What follows belongs to an exercise in optimizing a design on an open flow for small area, a short achievable clock period and few clock cycles per item; a production flow would make more cautious choices. At most, simulation tests tie the RTL to the original design; equivalence was not proved. No functional check of the RTL was part of runs 1 and 2. Power and IR drop assume default switching activity.

**flow/run.sh**
```bash
#!/bin/bash
# synth_recipe.tcl (not shown) runs the flow's synth.tcl, then flattens the netlist and writes it again
# the make line also repeats each setting of config.mk as NAME=value (left out here)
make -C /OpenROAD-flow-scripts/flow DESIGN_CONFIG=/design/flow/config.mk WORK_HOME=/design/flow/orfs CLKGATE_MAP_FILE= SYNTH_SCRIPT=/design/flow/synth_recipe.tcl finish
```
**flow/config.mk**
```make
export PLATFORM = sky130hd
export DESIGN_NAME = pitch_core
export DESIGN_NICKNAME = pitch_core
export VERILOG_FILES = /design/flow/design.v
export SDC_FILE = /design/flow/constraint.sdc
export NUM_CORES = 4
export LEC_CHECK = 0
export CAP_MARGIN = 20
export CORE_MARGIN = 2
export CORE_UTILIZATION = 40
export SLEW_MARGIN = 20
```
**flow/constraint.sdc**
```tcl
create_clock -name core_clock -period 10.0 [get_ports {i_clk}]
set_input_delay 2.0000 -clock core_clock [delete_from_list [all_inputs] [get_ports {i_clk}]]
set_output_delay 2.0000 -clock core_clock [all_outputs]
set_load 0.01 [all_outputs]
```
**flow/design.v**
```verilog
package audio_pkg;
    typedef logic signed [15:0] sample_t;    
    typedef struct packed {
        sample_t left;                       
        sample_t right;
    } stereo_t;
    typedef logic [$clog2(16)-1:0] win_idx_t;
    typedef struct packed {
        logic first;                         
        logic last;                          
    } frame_tag_t;
    typedef struct packed {
        logic     slot;
        win_idx_t index;
        stereo_t  data;
    } buf_wr_t;
    localparam logic [16*16-1:0] hann_coef = {
        16'd1247,  16'd4799,  16'd10114, 16'd16384,
        16'd22654, 16'd27969, 16'd31522, 16'd32768,
        16'd31522, 16'd27969, 16'd22654, 16'd16384,
        16'd10114, 16'd4799,  16'd1247,  16'd0
    };
endpackage
package sdram_pkg;
    typedef logic [23-1:0] mem_addr_t;    
    typedef logic [31:0]              mem_data_t;    
    typedef struct packed {
        logic      read;
        logic      write;
        mem_addr_t addr;
        mem_data_t writedata;                        
    } mem_req_t;
endpackage
module pitch_mul_a (
    input  logic [15:0] x,
    input  logic [3:0]  cidx,
    output logic [15:0] s,
    output logic [15:0] c,
    output logic        cin
);
    logic [30:0] xs, nx;
    logic [30:0] r0, r1, r2, r3, r4, r5, k;
    always_comb begin
        xs = {{15{x[15]}}, x};
        nx = ~xs;
        r0 = '0; r1 = '0; r2 = '0; r3 = '0; r4 = '0; r5 = '0; k = '0;
        case (cidx)
            4'd0: begin  end    
            4'd1: begin r0 = xs << 10; r1 = xs << 8; r2 = nx << 5; r3 = nx << 0; k = 31'd33; end    
            4'd2: begin r0 = xs << 12; r1 = xs << 10; r2 = nx << 8; r3 = nx << 6; r4 = nx << 0; k = 31'd321; end    
            4'd3: begin r0 = xs << 13; r1 = xs << 11; r2 = nx << 7; r3 = xs << 1; k = 31'd128; end    
            4'd4: begin r0 = xs << 14; end    
            4'd5: begin r0 = xs << 15; r1 = nx << 13; r2 = nx << 11; r3 = xs << 7; r4 = nx << 1; k = 31'd10242; end    
            4'd6: begin r0 = xs << 15; r1 = nx << 12; r2 = nx << 10; r3 = xs << 8; r4 = xs << 6; r5 = xs << 0; k = 31'd5120; end    
            4'd7: begin r0 = xs << 15; r1 = nx << 10; r2 = nx << 8; r3 = xs << 5; r4 = xs << 1; k = 31'd1280; end    
            4'd8: begin r0 = xs << 15; end    
            4'd9: begin r0 = xs << 15; r1 = nx << 10; r2 = nx << 8; r3 = xs << 5; r4 = xs << 1; k = 31'd1280; end    
            4'd10: begin r0 = xs << 15; r1 = nx << 12; r2 = nx << 10; r3 = xs << 8; r4 = xs << 6; r5 = xs << 0; k = 31'd5120; end    
            4'd11: begin r0 = xs << 15; r1 = nx << 13; r2 = nx << 11; r3 = xs << 7; r4 = nx << 1; k = 31'd10242; end    
            4'd12: begin r0 = xs << 14; end    
            4'd13: begin r0 = xs << 13; r1 = xs << 11; r2 = nx << 7; r3 = xs << 1; k = 31'd128; end    
            4'd14: begin r0 = xs << 12; r1 = xs << 10; r2 = nx << 8; r3 = nx << 6; r4 = nx << 0; k = 31'd321; end    
            4'd15: begin r0 = xs << 10; r1 = xs << 8; r2 = nx << 5; r3 = nx << 0; k = 31'd33; end    
        endcase
    end
    logic [30:0] t0, u0, m0;
    assign t0 = r0 ^ r1 ^ r2;
    assign m0 = (r0 & r1) | (r0 & r2) | (r1 & r2);
    assign u0 = {m0[29:0], 1'b0};
    logic [30:0] t1, u1, m1;
    assign t1 = r3 ^ r4 ^ r5;
    assign m1 = (r3 & r4) | (r3 & r5) | (r4 & r5);
    assign u1 = {m1[29:0], 1'b0};
    logic [30:0] t2, u2, m2;
    assign t2 = t0 ^ u0 ^ t1;
    assign m2 = (t0 & u0) | (t0 & t1) | (u0 & t1);
    assign u2 = {m2[29:0], 1'b0};
    logic [30:0] t3, u3, m3;
    assign t3 = t2 ^ u2 ^ u1;
    assign m3 = (t2 & u2) | (t2 & u1) | (u2 & u1);
    assign u3 = {m3[29:0], 1'b0};
    logic [30:0] t4, u4, m4;
    assign t4 = t3 ^ u3 ^ k;
    assign m4 = (t3 & u3) | (t3 & k) | (u3 & k);
    assign u4 = {m4[29:0], 1'b0};
    logic [15:0] lo_sum;
    assign lo_sum = {1'b0, t4[14:0]} + {1'b0, u4[14:0]};
    assign cin = lo_sum[15];
    assign s = t4[30:15];
    assign c = u4[30:15];
endmodule
module pitch_core (
    input  logic       i_clk,
    input  logic       reset,
    input  logic       start,
    input  sdram_pkg::mem_addr_t  src_addr,
    input  sdram_pkg::mem_addr_t  dst_addr,
    input  logic [3:0] speed,
    output logic       done,
    output sdram_pkg::mem_req_t   mem_req,
    input  sdram_pkg::mem_data_t  mem_readdata,
    input  logic       finished
);
    typedef sdram_pkg::mem_addr_t mem_addr_t;
    typedef enum logic [2:0] {S_IDLE, S_HDR, S_LEN, S_WALK, S_END, S_DONE} state_e;
    state_e      st;
    logic        hdr_first;
    logic [3:0]  h;
    logic        lt8;                
    logic        eq8;                
    logic [2:0]  step;               
    logic [2:0]  r;                  
    mem_addr_t   srcq;               
    mem_addr_t   dstq;               
    mem_addr_t   lm;                 
    logic [23:0] lmh;                
    logic [23:0] remh;               
    mem_addr_t   wa;                 
    mem_addr_t   rp;                 
    logic [3:0]  d;                  
    logic        first;              
    logic [1:0]  nsh;                
    logic [31:0] lo, hi, nxt;
    logic        nxt_v;
    logic [1:0]  cstep;
    logic [15:0] qs, qc;
    logic        qcin;
    logic        q_v, q_last, q_ch, q_init;
    logic [15:0] acc_l, acc_r;
    logic [31:0] res;
    logic        res_v;
    mem_addr_t   res_addr;
    logic [4:0]  dn;
    logic        wrap;
    logic        chain_end, last_chain;
    logic [3:0]  d_n;
    mem_addr_t   wa_n;
    logic [1:0]  nsh_n;
    logic        pf_next;            
    always_comb begin
        if (lt8) begin
            wrap  = (d >= h);
            dn    = wrap ? {1'b0, d - h} : {1'b0, d} + {2'b0, step};
            wa_n  = wa + mem_addr_t'(step);
            nsh_n = wrap ? 2'd0 : 2'd1;
        end else begin
            dn    = {1'b0, d} + {2'b0, step};
            wrap  = (dn >= {1'b0, h});
            if (wrap) dn = dn - {1'b0, h};
            wa_n  = wa + (wrap ? mem_addr_t'(eq8) : mem_addr_t'(step));
            nsh_n = 2'd1;
        end
        d_n        = dn[3:0];
        chain_end  = wrap & remh[23];
        last_chain = ((r + 3'd1) == step);
        if (lt8) pf_next = !wrap || (!remh[23] && remh[22:3] != 20'd0);
        else     pf_next = !chain_end;
    end
    logic        has_out, pos_ok;
    logic [1:0]  c_first, c_last;
    logic        slot_ok, issue, issue_last, advance;
    logic        port_free, rd_fin, avail, fetched;
    logic [1:0]  need, nsh_after;
    logic        shift_now;
    logic        fin_now, wr_avail, rd_possible, want_cur, want_pf, wr_issue, rd_issue;
    mem_addr_t   rd_addr;
    assign has_out = (d[3] == 1'b0);
    assign pos_ok  = (st == S_WALK) && (nsh == 2'd0);
    assign c_first = (d == 4'd0 && !first) ? 2'd2 : 2'd0;
    assign c_last  = first ? 2'd1 : 2'd3;
    assign fin_now    = q_v && q_last;                   
    assign slot_ok    = !fin_now && !res_v;
    assign issue      = pos_ok && has_out && ((cstep != c_last) || slot_ok);
    assign issue_last = issue && (cstep == c_last);
    assign advance    = pos_ok && (!has_out || issue_last);
    assign port_free = !(mem_req.read | mem_req.write) | finished;
    assign rd_fin    = finished & mem_req.read & (st == S_WALK);
    assign avail     = nxt_v | rd_fin;
    assign fetched   = nxt_v | mem_req.read;
    always_comb begin
        if (!advance)       need = nsh;
        else if (chain_end) need = last_chain ? 2'd0 : (lt8 ? 2'd2 : 2'd1);
        else                need = nsh_n;
    end
    assign shift_now = (st == S_WALK) && (need != 2'd0) && avail;
    assign nsh_after = need - {1'b0, shift_now};
    assign wr_avail    = res_v || fin_now;
    assign rd_possible = (st == S_WALK) && !mem_req.read && !nxt_v;
    assign want_cur    = (nsh != 2'd0);
    assign want_pf     = pos_ok && (pf_next || (chain_end && !last_chain));
    assign wr_issue    = port_free && wr_avail && !(rd_possible && want_cur);
    assign rd_issue    = port_free && rd_possible && !wr_issue && (want_cur || want_pf);
    assign rd_addr     = (pos_ok && chain_end) ? srcq : rp;
    logic [15:0] x;
    logic [3:0]  cidx;
    logic [31:0] head, tail;
    logic [15:0] ms, mc;
    logic        mcin;
    always_comb begin
        head = lt8 ? lo : hi;
        tail = (lt8 | eq8) ? hi : lo;
        case (cstep)
            2'd0: x = head[31:16];
            2'd1: x = head[15:0];
            2'd2: x = tail[31:16];
            default: x = tail[15:0];
        endcase
        cidx = {cstep[1], d[2:0]};
    end
    pitch_mul_a i_mul (.x(x), .cidx(cidx), .s(ms), .c(mc), .cin(mcin));
    logic [15:0] sum_l, sum_r;
    logic [31:0] out_word;
    always_comb begin
        sum_l = (q_init ? 16'd0 : acc_l) + qs + qc + {15'd0, qcin};
        sum_r = (q_init ? 16'd0 : acc_r) + qs + qc + {15'd0, qcin};
    end
    assign out_word = q_ch ? {acc_l, sum_r} : {sum_l, acc_r};
    always_ff @(posedge i_clk) begin
        qs     <= ms;
        qc     <= mc;
        qcin   <= mcin;
        q_ch   <= cstep[0];
        q_init <= (cstep[1] == 1'b0) || (d == 4'd0);
        q_last <= (cstep == c_last);
        if (reset) begin
            st      <= S_IDLE;
            done    <= 1'b0;
            mem_req.read  <= 1'b0;
            mem_req.write <= 1'b0;
            nsh     <= 2'd0;
            nxt_v   <= 1'b0;
            q_v     <= 1'b0;
            res_v   <= 1'b0;
            cstep   <= 2'd0;
        end else begin
            done <= 1'b0;
            q_v  <= issue;
            if (port_free) begin
                mem_req.read  <= 1'b0;
                mem_req.write <= 1'b0;
            end
            if (st == S_WALK) nsh <= nsh_after;
            if (shift_now) begin
                lo    <= hi;
                hi    <= nxt_v ? nxt : mem_readdata;
                nxt_v <= 1'b0;
            end else if (rd_fin) begin
                nxt   <= mem_readdata;
                nxt_v <= 1'b1;
            end
            if (q_v) begin
                if (q_ch) acc_r <= sum_r;
                else      acc_l <= sum_l;
            end
            if (fin_now && !wr_issue) begin
                res   <= out_word;
                res_v <= 1'b1;
            end
            if (wr_issue) begin
                mem_req.write     <= 1'b1;
                mem_req.addr      <= res_addr;
                mem_req.writedata <= res_v ? res : out_word;
                res_v             <= 1'b0;
            end
            case (st)
                S_IDLE: begin
                    if (start) begin
                        srcq      <= src_addr;
                        dstq      <= dst_addr;
                        h         <= (speed == 4'd0) ? 4'd8 : speed;
                        hdr_first <= 1'b1;
                        mem_req.read <= 1'b1;
                        mem_req.addr <= src_addr;
                        st        <= S_HDR;
                    end
                end
                S_HDR: begin
                    hdr_first <= 1'b0;
                    if (hdr_first) begin
                        srcq <= srcq + 1'b1;
                        dstq <= dstq + 1'b1;
                        lt8  <= (h < 4'd8);
                        eq8  <= (h == 4'd8);
                        step <= (h < 4'd8) ? 3'(4'd8 - h) : (h == 4'd8) ? 3'd1 : 3'(h - 4'd8);
                    end
                    if (finished) begin
                        lm <= mem_readdata[31:9];
                        st <= S_LEN;
                    end
                end
                S_LEN: begin
                    if (lm < 23'd16) begin
                        st <= S_END;
                    end else begin
                        lmh   <= {1'b0, lm} - 24'd16 - {20'd0, h};
                        remh  <= {1'b0, lm} - 24'd16 - {20'd0, h};
                        r     <= 3'd0;
                        d     <= 4'd0;
                        first <= 1'b1;
                        wa    <= dstq;
                        rp    <= srcq;
                        srcq  <= srcq + 1'b1;
                        dstq  <= dstq + 1'b1;
                        nsh   <= lt8 ? 2'd2 : 2'd1;
                        cstep <= 2'd0;
                        st    <= S_WALK;
                    end
                end
                S_WALK: begin
                    if (issue) cstep <= cstep + 2'd1;
                    if (issue_last) res_addr <= wa;
                    if (advance) begin
                        if (chain_end) begin
                            if (last_chain) begin
                                st <= S_END;
                            end else begin
                                r     <= r + 3'd1;
                                d     <= {1'b0, r + 3'd1};
                                first <= 1'b1;
                                remh  <= lmh;
                                wa    <= dstq;
                                dstq  <= dstq + 1'b1;
                                srcq  <= srcq + 1'b1;
                                cstep <= 2'd0;
                                if (!fetched) rp <= srcq;
                            end
                        end else begin
                            d  <= d_n;
                            wa <= wa_n;
                            if (wrap) begin
                                first <= 1'b0;
                                remh  <= remh - {20'd0, h};
                            end
                            cstep <= (d_n == 4'd0 && !(first && !wrap)) ? 2'd2 : 2'd0;
                        end
                    end
                end
                S_END: begin
                    if (!q_v && !res_v && (!mem_req.write || finished)) begin
                        done <= 1'b1;
                        st   <= S_DONE;
                    end
                end
                S_DONE: st <= S_IDLE;
                default: st <= S_IDLE;
            endcase
            if (rd_issue) begin
                mem_req.read <= 1'b1;
                mem_req.addr <= rd_addr;
                rp           <= rd_addr + mem_addr_t'(step);
            end
        end
    end
endmodule
```
==> results of run 1 <==
## per-stage QoR
step	total power (µW)	worst slack [ps]	instance area, µm²	std cells	utilization
after floorplan	4725	1607	30550	2840	-
after detailed placement	5531	3243	33030	3856	0.4356
after global routing	7956	2753	34730	3953	0.4580
final	7405	3213	34730	3953	0.4580
after CTS	7482	3199	34730	3952	0.4580
after global placement	5457	3421	33030	3856	0.4356
## critical path: stages (launching register included)
cell and delay [ps]:
dfxtp_1 880, clkinv_1 480, ha_1 540, a222oi_1 530, mux2_2 370, nor2_1 80
a221oi_1 500, nor2b_1 260, fa_1 460, fa_1 450, fa_1 500, fa_1 540
inv_1 40, ha_1 290, a21oi_1 150, o21ai_0 90, a21oi_1 120, a21oi_1 80
a211o_1 260
## area by class of cell
| cell class | count | area (µm²) | area share |
|---|---|---|---|
| Timing Repair Buffer | 194 | 1814 | 0.05224 |
| Tap cell | 978 | 1224 | 0.03523 |
| Clock buffer | 61 | 1335 | 0.03844 |
| Clock inverter | 35 | 364.1 | 0.01048 |
| Inverter | 158 | 593.1 | 0.01708 |
| Antenna cell | 1 | 2.502 | 0.00007205 |
| Sequential cell | 468 | 13570 | 0.3906 |
| Multi-Input combinational cell | 2058 | 15830 | 0.4558 |
## per-layer routing
layer,vias to the layer above,GRT usage
li1,10540,-
met2,752,0.3257
met1,11060,0.3015
met5,-,0
met3,116,0.03273
met4,0,0.05430
## sequential cells by signal (all words and copies together), names as in the netlist, 24 cells and up
name and flops:
res 32, lmh 24, nxt 32, remh 24
lo 32, hi 32, mem_req 57
## path summary, 6_finish.rpt
path                      end  slack, ps  cells after the start
max              qcin$_DFF_P_       3210                     18
min          lo[21]$_DFFE_PP_        480                      0
max reg2reg      qcin$_DFF_P_       3210                     18
min reg2reg  lo[21]$_DFFE_PP_        480                      0
## power groups by stage
stage | Sequential, µW | Combinational (µW) | Clock [µW]
after CTS | 2750 | 2770 | 1970
final | 2750 | 2740 | 1920
after detailed placement | 2790 | 2740 | 0
after global routing | 2780 | 3140 | 2040
after floorplan | 2710 | 2010 | 0
after global placement | 2780 | 2670 | 0
## cells in the final DEF, fill, tap and decap left out, drive strengths merged, types with 29 or more instances in the layout
master,count
edfxtp,419
nand2,301
nor2,200
o21ai,195
inv,156
clkdlybuf4s50,143
fa,136
mux2,133
a21oi,115
ha,114
xnor2,96
mux2i,85
xor2,67
clkbuf,61
nand3,57
nor2b,54
buf,51
dfxtp,49
nor3,48
o211ai,40
a31oi,32
clkinv,29
## logic make-up (layout without fill, tap and decap cells)
| family | Yosys count | after routing | share of synthesized area |
|---|---|---|---|
| simple gates | 820 | 820 | 0.1264 |
| xor+xnor | 163 | 163 | 0.04674 |
| compound gates | 607 | 607 | 0.1296 |
| flops | 468 | 468 | 0.4440 |
| other cells | 0 | 1 | 0 |
| mux | 218 | 218 | 0.07689 |
| fa+ha+maj | 250 | 250 | 0.1358 |
| buf+inv | 314 | 448 | 0.04047 |
==> impl_metrics.py, run 1 <==
metrics = {
    "pwr": {
        "seqPwrFrac": 0.371,
        "ir_worst_vdd_mv": 0.1609,
        "power_switching_uw": 2613,
        "power.leakage_uw": 0.01270,
        "switching_share": 0.3529,
        "p_int_uw": 4792,
        "clkPwrFrac": 0.259,
        "combPwrFrac": 0.369,
        "p_per_area_mw_per_mm2": 213.2,
    },
    "clocking": {
        "htree_levels": 2,
        "cts_resized": 0,
        "cts_sinks": 468,
        "ctsHoldBuffers": 0,
        "clockBufferDepth": 3,
        "clock_latency_ps": 630,
        "cts_setup_buffers": 0,
        "cts_tree": "built",
        "path_clk_slew_ps": 60,
        "cts_buffers": 52,
        "cts-root-buf": "clkbuf_16",
    },
    "timing": {
        "final.setup_skew_ps": 43.53,
        "finalSetupTns_ps": 0,
        "max_freq_ghz": 0.1474,
        "max_slew_margin": 0.2858,
        "period_minus_slack_ps": 6787,
        "worstMarginPinSlew_ps": 1071,
        "hold_ws_ps": 477.4,
        "period_share": 0.6787,
        "rsz0062_at_grt": "false",
        "hold_viol_final": 0,
        "setup_viol": 0,
        "finalMaxSlewViolations": 0,
    },
    "route": {
        "vias": 22470,
        "drt-initial-drc-count": 1777,
        "dr_wl_met2_mm": 37.46,
        "firstDrtPassIters": 8,
        "totalWireLength_mm": 82.67,
        "wl_met1_mm": 38.18,
        "top_layer": "met4",
        "avgViaCountPerCell": 5.684,
        "wl_met3_mm": 5.179,
        "postRouteAntennaNets": 0,
        "drc": 0,
        "wl_per_cell_um": 20.91,
    },
    "synth": {
        "syn_area_mm2": 0.03055,
        "syn-instance-count": 2840,
        "synth_top_area_frac": 0.4119,
        "synth_commonest_cells": "edfxtp_1 (419), nand2_1 (301), nor2_1 (200)",
        "postSynthAreaPerCell_um2": 10.76,
        "synth_edf_count": 419,
        "synth_seq_cells": 468,
        "yosys.area.top_type": "edfxtp_1",
        "ys.flop_type": "edfxtp_1",
        "synth.distinct_cells": 89,
        "seq_area_frac_synth": 0.4440,
        "ys_warn_count": 2,
        "yosysMostFrequentCell": "edfxtp_1",
        "synth_nets": 3176,
        "async_flop_share": 0,
        "synthTopCellsByArea": "edfxtp_1 (41%), fa_1 (8.9%), mux2_2 (4.9%), ha_1 (4.7%), nand2_1 (3.7%)",
    },
    "cells_and_area": {
        "synthToLayoutAreaGrowth_pct": 13.70,
        "final_nets": 3268,
        "final_layout_size_suffix_gt1_frac": 0.1029,
        "num-fill-cells": 7052,
    },
    "critical_path": {
        "criticalPathCategory": "register to register",
        "crit_path_start_kind": "register",
        "cp.arrival_ps": 7260,
        "crit_required_ps": 10480,
        "worstPathMaxFanout": 26,
        "critPathLaunch": "cstep[1]$_SDFFE_PP0P_",
        "timing.rr.start": "cstep[1]$_SDFFE_PP0P_",
        "cp-end-kind": "register",
    },
    "floorplan": {
        "ios": 144,
        "dieWidth_um": 280.3,
        "core_mm2": 0.07582,
        "dieArea_mm2": 0.07859,
        "start_util": 0.4029,
        "dieHeight_um": 280.3,
        "core.rowCount": 101,
    },
    "placement": {
        "io_buffer_count": 143,
        "place_congestion": 0.8971,
        "hpwl_mm": 60.75,
    },
    "min_path": {
        "hold_path.startpoint": "hi[21]$_DFFE_PP_",
        "min_path_type": "register to register",
    },
    "job": {
        "max-cap-violations": 0,
    },
    "global_routing": {
        "gr-total-overflow": 0,
        "grt_first_pass_wirelength_mm": 129.2,
        "first_global_vias": 22190,
        "antenna_found_initial": 2,
        "groute.usage.overall": 0.2085,
        "grt_start_max_net_pins": 91,
    },
    "outcome": {
        "status": "timing/DRC/antenna clean",
    },
}
==> inputs of run 2 (changes only) <==
--- a/flow/config.mk
+++ b/flow/config.mk
@@ -8,4 +8,5 @@
 export CAP_MARGIN = 20
 export CORE_MARGIN = 2
 export CORE_UTILIZATION = 40
+export SETUP_SLACK_MARGIN = 5
 export SLEW_MARGIN = 20
==> impl_metrics.py, run 2 <==
metrics = {
    "global_routing": {
        "groute.usage.overall": 0.2133,
        "grt_start_max_net_pins": 91,
        "first_global_vias": 22880,
        "grt_first_pass_wirelength_mm": 132.6,
        "antenna_found_initial": 1,
        "gr-total-overflow": 0,
    },
    "timing": {
        "setup_viol": 0,
        "period_share": 0.5541,
        "final.setup_skew_ps": 54.15,
        "worstMarginPinSlew_ps": 1036,
        "rsz0062_at_grt": "true",
        "max_slew_margin": 0.3005,
        "finalMaxSlewViolations": 0,
        "period_minus_slack_ps": 5541,
        "finalSetupTns_ps": 0,
        "hold_ws_ps": 447.2,
        "max_freq_ghz": 0.1805,
        "hold_viol_final": 0,
    },
    "route": {
        "totalWireLength_mm": 85.14,
        "vias": 23180,
        "drt-initial-drc-count": 1930,
        "avgViaCountPerCell": 5.720,
        "wl_per_cell_um": 21.01,
        "postRouteAntennaNets": 0,
        "drc": 0,
        "firstDrtPassIters": 6,
    },
    "floorplan": {
        "dieArea_mm2": 0.07859,
        "dieWidth_um": 280.3,
        "ios": 144,
        "core.rowCount": 101,
        "start_util": 0.4029,
        "dieHeight_um": 280.3,
        "core_mm2": 0.07582,
    },
    "critical_path": {
        "crit_path_start_kind": "register",
        "r2r_cells": 23,
        "criticalPathCategory": "register to register",
        "crit_required_ps": 10470,
        "timing.rr.start": "lt8$_DFFE_PP_",
        "r2r-end": "qcin$_DFF_P_",
        "r2r_slack_ps": 4460,
        "cp.arrival_ps": 6010,
        "cp-end-kind": "register",
        "worstPathMaxFanout": 8,
        "critPathLaunch": "lt8$_DFFE_PP_",
    },
    "clocking": {
        "cts_sinks": 468,
        "path_clk_slew_ps": 60,
        "cts_buffers": 54,
        "ctsHoldBuffers": 0,
        "clock_latency_ps": 640,
        "cts-root-buf": "clkbuf_16",
        "cts_tree": "built",
        "htree_levels": 2,
        "clockBufferDepth": 3,
    },
    "synth": {
        "syn-instance-count": 2840,
        "synth_seq_cells": 468,
        "synth_nets": 3176,
        "yosys.area.top_type": "edfxtp_1",
        "postSynthAreaPerCell_um2": 10.76,
        "synthXorXnorAreaFrac": 0.04674,
        "seq_area_frac_synth": 0.4440,
        "synth_edf_count": 419,
        "ys.flop_type": "edfxtp_1",
        "ys_warn_count": 2,
        "synth_top_family_by_area": "adder cells",
        "synth.distinct_cells": 89,
        "synth_commonest_cells": "edfxtp_1 (419), nand2_1 (301), nor2_1 (200)",
        "async_flop_share": 0,
        "syn_area_mm2": 0.03055,
        "synth_compound_area_frac": 0.1296,
        "synthTopCellsByArea": "edfxtp_1 (41%), fa_1 (8.9%), mux2_2 (4.9%), ha_1 (4.7%), nand2_1 (3.7%)",
        "synth-adder-area-share": 0.1358,
        "synth-simple-area-share": 0.1264,
        "muxShareOfSynthArea": 0.07689,
        "synth_top_area_frac": 0.4119,
        "yosysMostFrequentCell": "edfxtp_1",
    },
    "cells_and_area": {
        "final_layout_size_suffix_gt1_frac": 0.1695,
        "final_cell_mix": "edfxtp_1 (419), nand2_1 (289), o21ai_0 (184)",
        "top_register": "mem_req",
        "largest_reg_flops": 57,
        "synthToLayoutAreaGrowth_pct": 19.62,
        "final_common_cell": "edfxtp_1",
        "final_nets": 3364,
    },
    "placement": {
        "io_buffer_count": 143,
        "place_congestion": 0.9029,
        "hpwl_mm": 59.42,
    },
    "pwr": {
        "power.leakage_uw": 0.01344,
        "p_per_area_mw_per_mm2": 211.8,
        "ir_worst_vdd_mv": 0.1976,
    },
    "min_path": {
        "hold_path.startpoint": "cstep[0]$_SDFFE_PP0P_",
        "min_path_type": "register to register",
        "holdPathEnd": "q_ch$_DFF_P_",
        "min_path_cells": 0,
    },
    "job": {
        "max-cap-violations": 0,
    },
    "outcome": {
        "status": "timing/DRC/antenna clean",
    },
}
## run 2: cell count changes in the layout (fill, tap and decap cells not counted), sizes merged
cell           delta
clkinv           -10
clkbuf            +8
bufinv            +2
or2               +1
bufbuf            +2
buf              +86
a21o              +2
clkinvlp          +7
inv               +2
nor2              +1
clkdlybuf4s50     -1
## run 2: area by class of cell
type	instances	area, µm²
antenna	1	2.502
multi-input combinational	2062	16570
clock buffer	68	1454
fill	6810	39290
sequential	468	13570
clock inverter	34	441.7
tap	978	1224
timing repair buffer	282	2651
timing repair inverter	2	12.51
inverter	158	610.6
## run 2: stage by stage
stage / setup WS (ps) / cells / cell area, µm² / total power (µW) / util
CTS: 4529 / 4024 / 36070 / 7741 / 0.4757
global route: 4263 / 4053 / 36540 / 8269 / 0.4819
detailed placement: 3550 / 3847 / 33100 / 5514 / 0.4366
global placement: 3616 / 3847 / 33100 / 5444 / 0.4366
finish: 4459 / 4053 / 36540 / 7740 / 0.4819
floorplan: 4862 / 2840 / 30720 / 4735 / -
## run 2: worst max path at each step
stage	cells after the start	slack, ps	end
6_report	23	4460	qcin$_DFF_P_
5_1_grt	26	4260	qcin$_DFF_P_
4_1_cts	26	4530	qcin$_DFF_P_
3_5_place_dp	18	3550	qcin$_DFF_P_
3_3_place_gp	22	3620	qcin$_DFF_P_
2_1_floorplan	10	4860	d[0]$_SDFFCE_PN0P_
## run 2: what timing repair did
action / 4_1_cts / 5_1_grt
endpoints found under the setup margin: 143 / 103
gates resized for setup: 92 / 50
cloned: 9 / 1
pin swaps: 35 / 33
buffers inserted: 66 / 26
## run 2: logic make-up after synthesis
family | count (synthesis)
buffers and inverters | 314
flip-flops | 468
adder cells (fa/ha/maj) | 250
XOR/XNOR | 163
AO/OA/AOI/OAI | 607
AND/OR/NAND/NOR | 820
multiplexers | 218
## run 2: worst max-delay path, stage by stage, from the launching register on
cell      delay, ps
edfxtp_1        380
buf_6           150
nor2_4           90
buf_12          140
buf_8           130
mux2_2          330
a222oi_1        350
mux2i_4         200
nor2_2          210
nor2_1          110
a31o_2          270
fa_1            500
inv_1            70
ha_1            310
fa_1            510
fa_1            450
ha_2            190
a21o_1          180
a21o_1          160
a21oi_2         110
o21ai_1          80
a21oi_1         130
a21oi_1          80
a211o_1         230
## run 2: where the power goes
part / switching, µW / internal, µW
Combinational: 1650 / 1250
Sequential: 224 / 2530
Clock: 846 / 1250
## run 2: per-layer routing
layer  up-vias  global-route usage  part of all wire  wire length (µm)
li1      10750                   -                 -                 -
met1     11430              0.3046              0.45             38560
met3       163             0.02631             0.061              5196
met2       846              0.3388              0.46             39160
met4         0             0.06499             0.026              2234
met5         -                   0                 0                 0
==> inputs of run 3 (changes only) <==
--- a/flow/design.v
+++ b/flow/design.v
@@ -39,24 +39,25 @@
     output logic        cin
 );
     logic [30:0] xs, nx;
-    logic [30:0] r0, r1, r2, r3, r4, r5, k;
+    logic [30:0] r0, r1, r2, r3, r4, k, rt;
     always_comb begin
         xs = {{15{x[15]}}, x};
         nx = ~xs;
-        r0 = '0; r1 = '0; r2 = '0; r3 = '0; r4 = '0; r5 = '0; k = '0;
+        r0 = '0; r1 = '0; r2 = '0; r3 = '0; r4 = '0; k = '0;
+        rt = '0;
         case (cidx)
             4'd0: begin  end    
             4'd1: begin r0 = xs << 10; r1 = xs << 8; r2 = nx << 5; r3 = nx << 0; k = 31'd33; end    
             4'd2: begin r0 = xs << 12; r1 = xs << 10; r2 = nx << 8; r3 = nx << 6; r4 = nx << 0; k = 31'd321; end    
             4'd3: begin r0 = xs << 13; r1 = xs << 11; r2 = nx << 7; r3 = xs << 1; k = 31'd128; end    
             4'd4: begin r0 = xs << 14; end    
-            4'd5: begin r0 = xs << 15; r1 = nx << 13; r2 = nx << 11; r3 = xs << 7; r4 = nx << 1; k = 31'd10242; end    
-            4'd6: begin r0 = xs << 15; r1 = nx << 12; r2 = nx << 10; r3 = xs << 8; r4 = xs << 6; r5 = xs << 0; k = 31'd5120; end    
-            4'd7: begin r0 = xs << 15; r1 = nx << 10; r2 = nx << 8; r3 = xs << 5; r4 = xs << 1; k = 31'd1280; end    
-            4'd8: begin r0 = xs << 15; end    
-            4'd9: begin r0 = xs << 15; r1 = nx << 10; r2 = nx << 8; r3 = xs << 5; r4 = xs << 1; k = 31'd1280; end    
-            4'd10: begin r0 = xs << 15; r1 = nx << 12; r2 = nx << 10; r3 = xs << 8; r4 = xs << 6; r5 = xs << 0; k = 31'd5120; end    
-            4'd11: begin r0 = xs << 15; r1 = nx << 13; r2 = nx << 11; r3 = xs << 7; r4 = nx << 1; k = 31'd10242; end    
+            4'd5: begin r0 = nx << 13; r1 = nx << 11; r2 = xs << 7; r3 = nx << 1; k = 31'd10242; rt = {xs[15:0], 15'd0}; end    
+            4'd6: begin r0 = nx << 12; r1 = nx << 10; r2 = xs << 8; r3 = xs << 6; r4 = xs << 0; k = 31'd5120; rt = {xs[15:0], 15'd0}; end    
+            4'd7: begin r0 = nx << 10; r1 = nx << 8; r2 = xs << 5; r3 = xs << 1; k = 31'd1280; rt = {xs[15:0], 15'd0}; end    
+            4'd8: begin rt = {xs[15:0], 15'd0}; end    
+            4'd9: begin r0 = nx << 10; r1 = nx << 8; r2 = xs << 5; r3 = xs << 1; k = 31'd1280; rt = {xs[15:0], 15'd0}; end    
+            4'd10: begin r0 = nx << 12; r1 = nx << 10; r2 = xs << 8; r3 = xs << 6; r4 = xs << 0; k = 31'd5120; rt = {xs[15:0], 15'd0}; end    
+            4'd11: begin r0 = nx << 13; r1 = nx << 11; r2 = xs << 7; r3 = nx << 1; k = 31'd10242; rt = {xs[15:0], 15'd0}; end    
             4'd12: begin r0 = xs << 14; end    
             4'd13: begin r0 = xs << 13; r1 = xs << 11; r2 = nx << 7; r3 = xs << 1; k = 31'd128; end    
             4'd14: begin r0 = xs << 12; r1 = xs << 10; r2 = nx << 8; r3 = nx << 6; r4 = nx << 0; k = 31'd321; end    
@@ -68,8 +69,8 @@
     assign m0 = (r0 & r1) | (r0 & r2) | (r1 & r2);
     assign u0 = {m0[29:0], 1'b0};
     logic [30:0] t1, u1, m1;
-    assign t1 = r3 ^ r4 ^ r5;
-    assign m1 = (r3 & r4) | (r3 & r5) | (r4 & r5);
+    assign t1 = r3 ^ r4 ^ k;
+    assign m1 = (r3 & r4) | (r3 & k) | (r4 & k);
     assign u1 = {m1[29:0], 1'b0};
     logic [30:0] t2, u2, m2;
     assign t2 = t0 ^ u0 ^ t1;
@@ -80,8 +81,8 @@
     assign m3 = (t2 & u2) | (t2 & u1) | (u2 & u1);
     assign u3 = {m3[29:0], 1'b0};
     logic [30:0] t4, u4, m4;
-    assign t4 = t3 ^ u3 ^ k;
-    assign m4 = (t3 & u3) | (t3 & k) | (u3 & k);
+    assign t4 = t3 ^ u3 ^ rt;
+    assign m4 = (t3 & u3) | (t3 & rt) | (u3 & rt);
     assign u4 = {m4[29:0], 1'b0};
     logic [15:0] lo_sum;
     assign lo_sum = {1'b0, t4[14:0]} + {1'b0, u4[14:0]};
@@ -112,7 +113,6 @@
     logic [2:0]  r;                  
     mem_addr_t   srcq;               
     mem_addr_t   dstq;               
-    mem_addr_t   lm;                 
     logic [23:0] lmh;                
     logic [23:0] remh;               
     mem_addr_t   wa;                 
@@ -208,13 +208,11 @@
         cidx = {cstep[1], d[2:0]};
     end
     pitch_mul_a i_mul (.x(x), .cidx(cidx), .s(ms), .c(mc), .cin(mcin));
-    logic [15:0] sum_l, sum_r;
+    logic [15:0] acc_in, sum;
     logic [31:0] out_word;
-    always_comb begin
-        sum_l = (q_init ? 16'd0 : acc_l) + qs + qc + {15'd0, qcin};
-        sum_r = (q_init ? 16'd0 : acc_r) + qs + qc + {15'd0, qcin};
-    end
-    assign out_word = q_ch ? {acc_l, sum_r} : {sum_l, acc_r};
+    assign acc_in   = q_init ? 16'd0 : (q_ch ? acc_r : acc_l);
+    assign sum      = acc_in + qs + qc + {15'd0, qcin};
+    assign out_word = q_ch ? {acc_l, sum} : {sum, acc_r};
     always_ff @(posedge i_clk) begin
         qs     <= ms;
         qc     <= mc;
@@ -249,8 +247,8 @@
                 nxt_v <= 1'b1;
             end
             if (q_v) begin
-                if (q_ch) acc_r <= sum_r;
-                else      acc_l <= sum_l;
+                if (q_ch) acc_r <= sum;
+                else      acc_l <= sum;
             end
             if (fin_now && !wr_issue) begin
                 res   <= out_word;
@@ -284,16 +282,16 @@
                         step <= (h < 4'd8) ? 3'(4'd8 - h) : (h == 4'd8) ? 3'd1 : 3'(h - 4'd8);
                     end
                     if (finished) begin
-                        lm <= mem_readdata[31:9];
+                        lmh <= {1'b0, mem_readdata[31:9]};
                         st <= S_LEN;
                     end
                 end
                 S_LEN: begin
-                    if (lm < 23'd16) begin
+                    if (lmh[22:4] == 19'd0) begin
                         st <= S_END;
                     end else begin
-                        lmh   <= {1'b0, lm} - 24'd16 - {20'd0, h};
-                        remh  <= {1'b0, lm} - 24'd16 - {20'd0, h};
+                        lmh   <= lmh - 24'd16 - {20'd0, h};
+                        remh  <= lmh - 24'd16 - {20'd0, h};
                         r     <= 3'd0;
                         d     <= 4'd0;
                         first <= 1'b1;
==> impl_metrics.py, run 3 <==
metrics = {
    "timing": {
        "hold_ws_ps": 432.6,
        "finalMaxSlewViolations": 0,
        "period_minus_slack_ps": 5057,
        "max_freq_ghz": 0.1977,
        "worstMarginPinSlew_ps": 1071,
        "setup_viol": 0,
        "final.setup_skew_ps": 30.20,
        "rsz0062_at_grt": "true",
        "finalSetupTns_ps": 0,
        "period_share": 0.5057,
        "hold_viol_final": 0,
        "worst_slack_ps": 4943,
        "max_slew_margin": 0.2830,
    },
    "placement": {
        "io_buffer_count": 143,
        "place_congestion": 0.8595,
        "post-place-cells": 3864,
        "place_ws_ps": 3717,
        "hpwl_mm": 57.79,
    },
    "critical_path": {
        "cp.arrival_ps": 5550,
        "r2r_cells": 20,
        "crit_required_ps": 10490,
        "crit_chain": "buf_6, buf_12, or2_4, o211ai_1, o31ai_4, buf_4, buf_12, buf_4, mux2i_1, xnor2_1, buf_4, o22a_1, fa_1, fa_1, fa_1, inv_1, ha_4, ha_4, a2111oi_4, a31oi_1",
        "criticalPathCategory": "register to register",
        "crit_path_start_kind": "register",
        "cp-end-kind": "register",
        "worstPathMaxFanout": 11,
        "cp_slowest_stage_delay_ps": 590,
        "cp_slowest_cell": "fa_1",
    },
    "global_routing": {
        "grt_first_pass_wirelength_mm": 131.4,
        "antenna_found_initial": 1,
        "grt_start_max_net_pins": 91,
        "first_global_vias": 23330,
        "groute.usage.overall": 0.2138,
        "gr-total-overflow": 0,
    },
    "synth": {
        "yosysMostFrequentCell": "edfxtp_1",
        "synth_commonest_cells": "edfxtp_1 (396), nand2_1 (332), nor2_1 (222)",
        "async_flop_share": 0,
        "ys.flop_type": "edfxtp_1",
        "syn-instance-count": 2899,
        "synth_nets": 3196,
        "synth.distinct_cells": 89,
        "synthTopCellsByArea": "edfxtp_1 (40%), fa_1 (7.5%), mux2i_1 (4.3%), nand2_1 (4.2%), ha_1 (4.1%)",
        "postSynthAreaPerCell_um2": 10.34,
        "ys_warn_count": 2,
        "synth_edf_count": 396,
        "seq_area_frac_synth": 0.4295,
        "synth_top_area_frac": 0.3968,
        "yosys.area.top_type": "edfxtp_1",
        "synth_seq_cells": 445,
        "syn_area_mm2": 0.02997,
    },
    "pwr": {
        "power.leakage_uw": 0.01334,
        "combPwrFrac": 0.435,
        "p_int_uw": 5238,
        "seqPwrFrac": 0.335,
        "switching_share": 0.3730,
        "power_switching_uw": 3116,
        "ir_worst_vdd_mv": 0.1786,
        "p_per_area_mw_per_mm2": 233.5,
        "clkPwrFrac": 0.229,
    },
    "cells_and_area": {
        "final_cells": 4052,
        "largest_reg_flops": 57,
        "final_common_cell": "edfxtp_1",
        "final_nets": 3340,
        "final_cell_mix": "edfxtp_1 (396), nand2_1 (331), nor2_1 (211)",
        "antennaDiodeCount": 0,
        "top_register": "mem_req",
        "synthToLayoutAreaGrowth_pct": 19.37,
        "final_util": 0.4814,
        "final_layout_size_suffix_gt1_frac": 0.1537,
    },
    "job": {
        "max-cap-violations": 0,
    },
    "route": {
        "firstDrtPassIters": 5,
        "avgViaCountPerCell": 5.716,
        "vias": 23160,
        "drc": 0,
        "totalWireLength_mm": 84.87,
        "wl_per_cell_um": 20.94,
        "drt-initial-drc-count": 1953,
        "postRouteAntennaNets": 0,
    },
    "floorplan": {
        "start_util": 0.4033,
        "dieArea_mm2": 0.07713,
        "ios": 144,
        "dieWidth_um": 277.7,
        "core.rowCount": 100,
        "core_mm2": 0.07432,
        "dieHeight_um": 277.7,
    },
    "clocking": {
        "cts_buffers": 50,
        "cts_tree": "built",
        "htree_levels": 2,
        "clockBufferDepth": 3,
        "ctsHoldBuffers": 0,
        "clock_latency_ps": 620,
        "path_clk_slew_ps": 70,
        "cts-root-buf": "clkbuf_16",
        "cts_sinks": 445,
    },
    "outcome": {
        "status": "timing/DRC/antenna clean",
    },
    "min_path": {
        "min_path_cells": 0,
        "min_path_type": "register to register",
    },
}
## run 3: worst paths after layout
check	startpoint	slack, ps	to
worst max-delay path	lt8$_DFFE_PP_	4940	qcin$_DFF_P_
worst min-delay path	cstep[0]$_SDFFE_PP0P_	430	q_ch$_DFF_P_
worst max register to register	lt8$_DFFE_PP_	4940	qcin$_DFF_P_
worst min register to register	cstep[0]$_SDFFE_PP0P_	430	q_ch$_DFF_P_
## run 3: layout make-up
class,instances,area [µm²]
tap,969,1212
clock buffer,56,1295
clock inverter,36,399.1
multi-input combinational,2136,16690
inverter,124,485.5
timing repair buffer,285,2813
sequential,445,12880
timing repair inverter,1,5.005
fill,6827,38540
## run 3: layer usage
layer | track usage | part of all wire | up-vias
met5 | 0 | 0 | -
met1 | 0.2843 | 0.44 | 11400
li1 | - | - | 10840
met2 | 0.3606 | 0.48 | 772
met4 | 0.07013 | 0.029 | 0
met3 | 0.02771 | 0.055 | 154
## run 3: logic make-up (layout without fill, tap and decap cells)
logic type | Yosys count | after routing | share of synthesized area
mux | 220 | 220 | 0.07765
fa+ha+maj | 211 | 211 | 0.1161
simple gates | 863 | 863 | 0.1340
buf+inv | 319 | 502 | 0.04262
xor+xnor | 190 | 190 | 0.05552
flops | 445 | 445 | 0.4295
compound gates | 651 | 652 | 0.1446
## run 3: what timing repair did
action	4_1_cts	5_1_grt
buffers inserted	75	12
setup endpoints to repair	104	44
gates resized for setup	129	47
gates cloned	6	3
pin swaps	43	27
## run 3: power groups by stage
stage                     sequential [µW]  combinational, µW  clock [µW]
final                                2800               3640        1920
after global routing                 2830               4110        2030
after CTS                            2800               3520        1970
after detailed placement             2830               3320           0
after global placement               2830               3220           0
after floorplan                      2730               2480           0
## run 3: per-stage QoR
stage                     power, µW  instance area (µm²)
after floorplan                5210                30090
after global placement         6047                32340
after detailed placement       6152                32340
after CTS                      8284                35310
after global routing           8971                35780
final                          8354                35780
## run 3: worst max-delay path: cells and delay by family, from the launching register on
kind | cells | cell delay, ps
simple gates | 1 | 300
compound gates | 5 | 1100
buf+inv | 7 | 930
flops | 1 | 430
xor+xnor | 1 | 110
fa+ha+maj | 5 | 1910
mux | 1 | 150
Testbench counts of run 3, summed over its fixed seeds: cycles 106,900, words 16,960.

-- re-timing with driven ports --
The results above use ideal ports. As a check the final layouts listed here were re-extracted and re-timed, cells and wires unchanged.
Step 1 (the two cells are an assumption about what drives the block):
set clk [get_ports {i_clk}]
set_driving_cell -lib_cell sky130_fd_sc_hd__clkbuf_16 $clk
set_driving_cell -lib_cell sky130_fd_sc_hd__buf_2 [delete_from_list [all_inputs] $clk]
Step 2 adds t to the input delays and takes it off the output delays; t is the mean of the earliest and latest rising clock arrival at the registers after step 1. Input paths then give back, and output paths get back, about the clock's delay inside the block.
Three values: ideal, step 1, step 2; two values: the first two.
run	t, ns	setup WS [ns]	worst setup path after step 2	latest minus earliest clock arrival (ns)
run 1	0.665	3.213 / 3.213 / 3.213	register to register	0.046 / 0.046
run 2	0.667	4.459 / 4.459 / 4.459	register to register	0.057 / 0.057
run 3	0.665	4.943 / 4.943 / 4.943	register to register	0.031 / 0.031
After both steps every run listed still meets setup and hold.
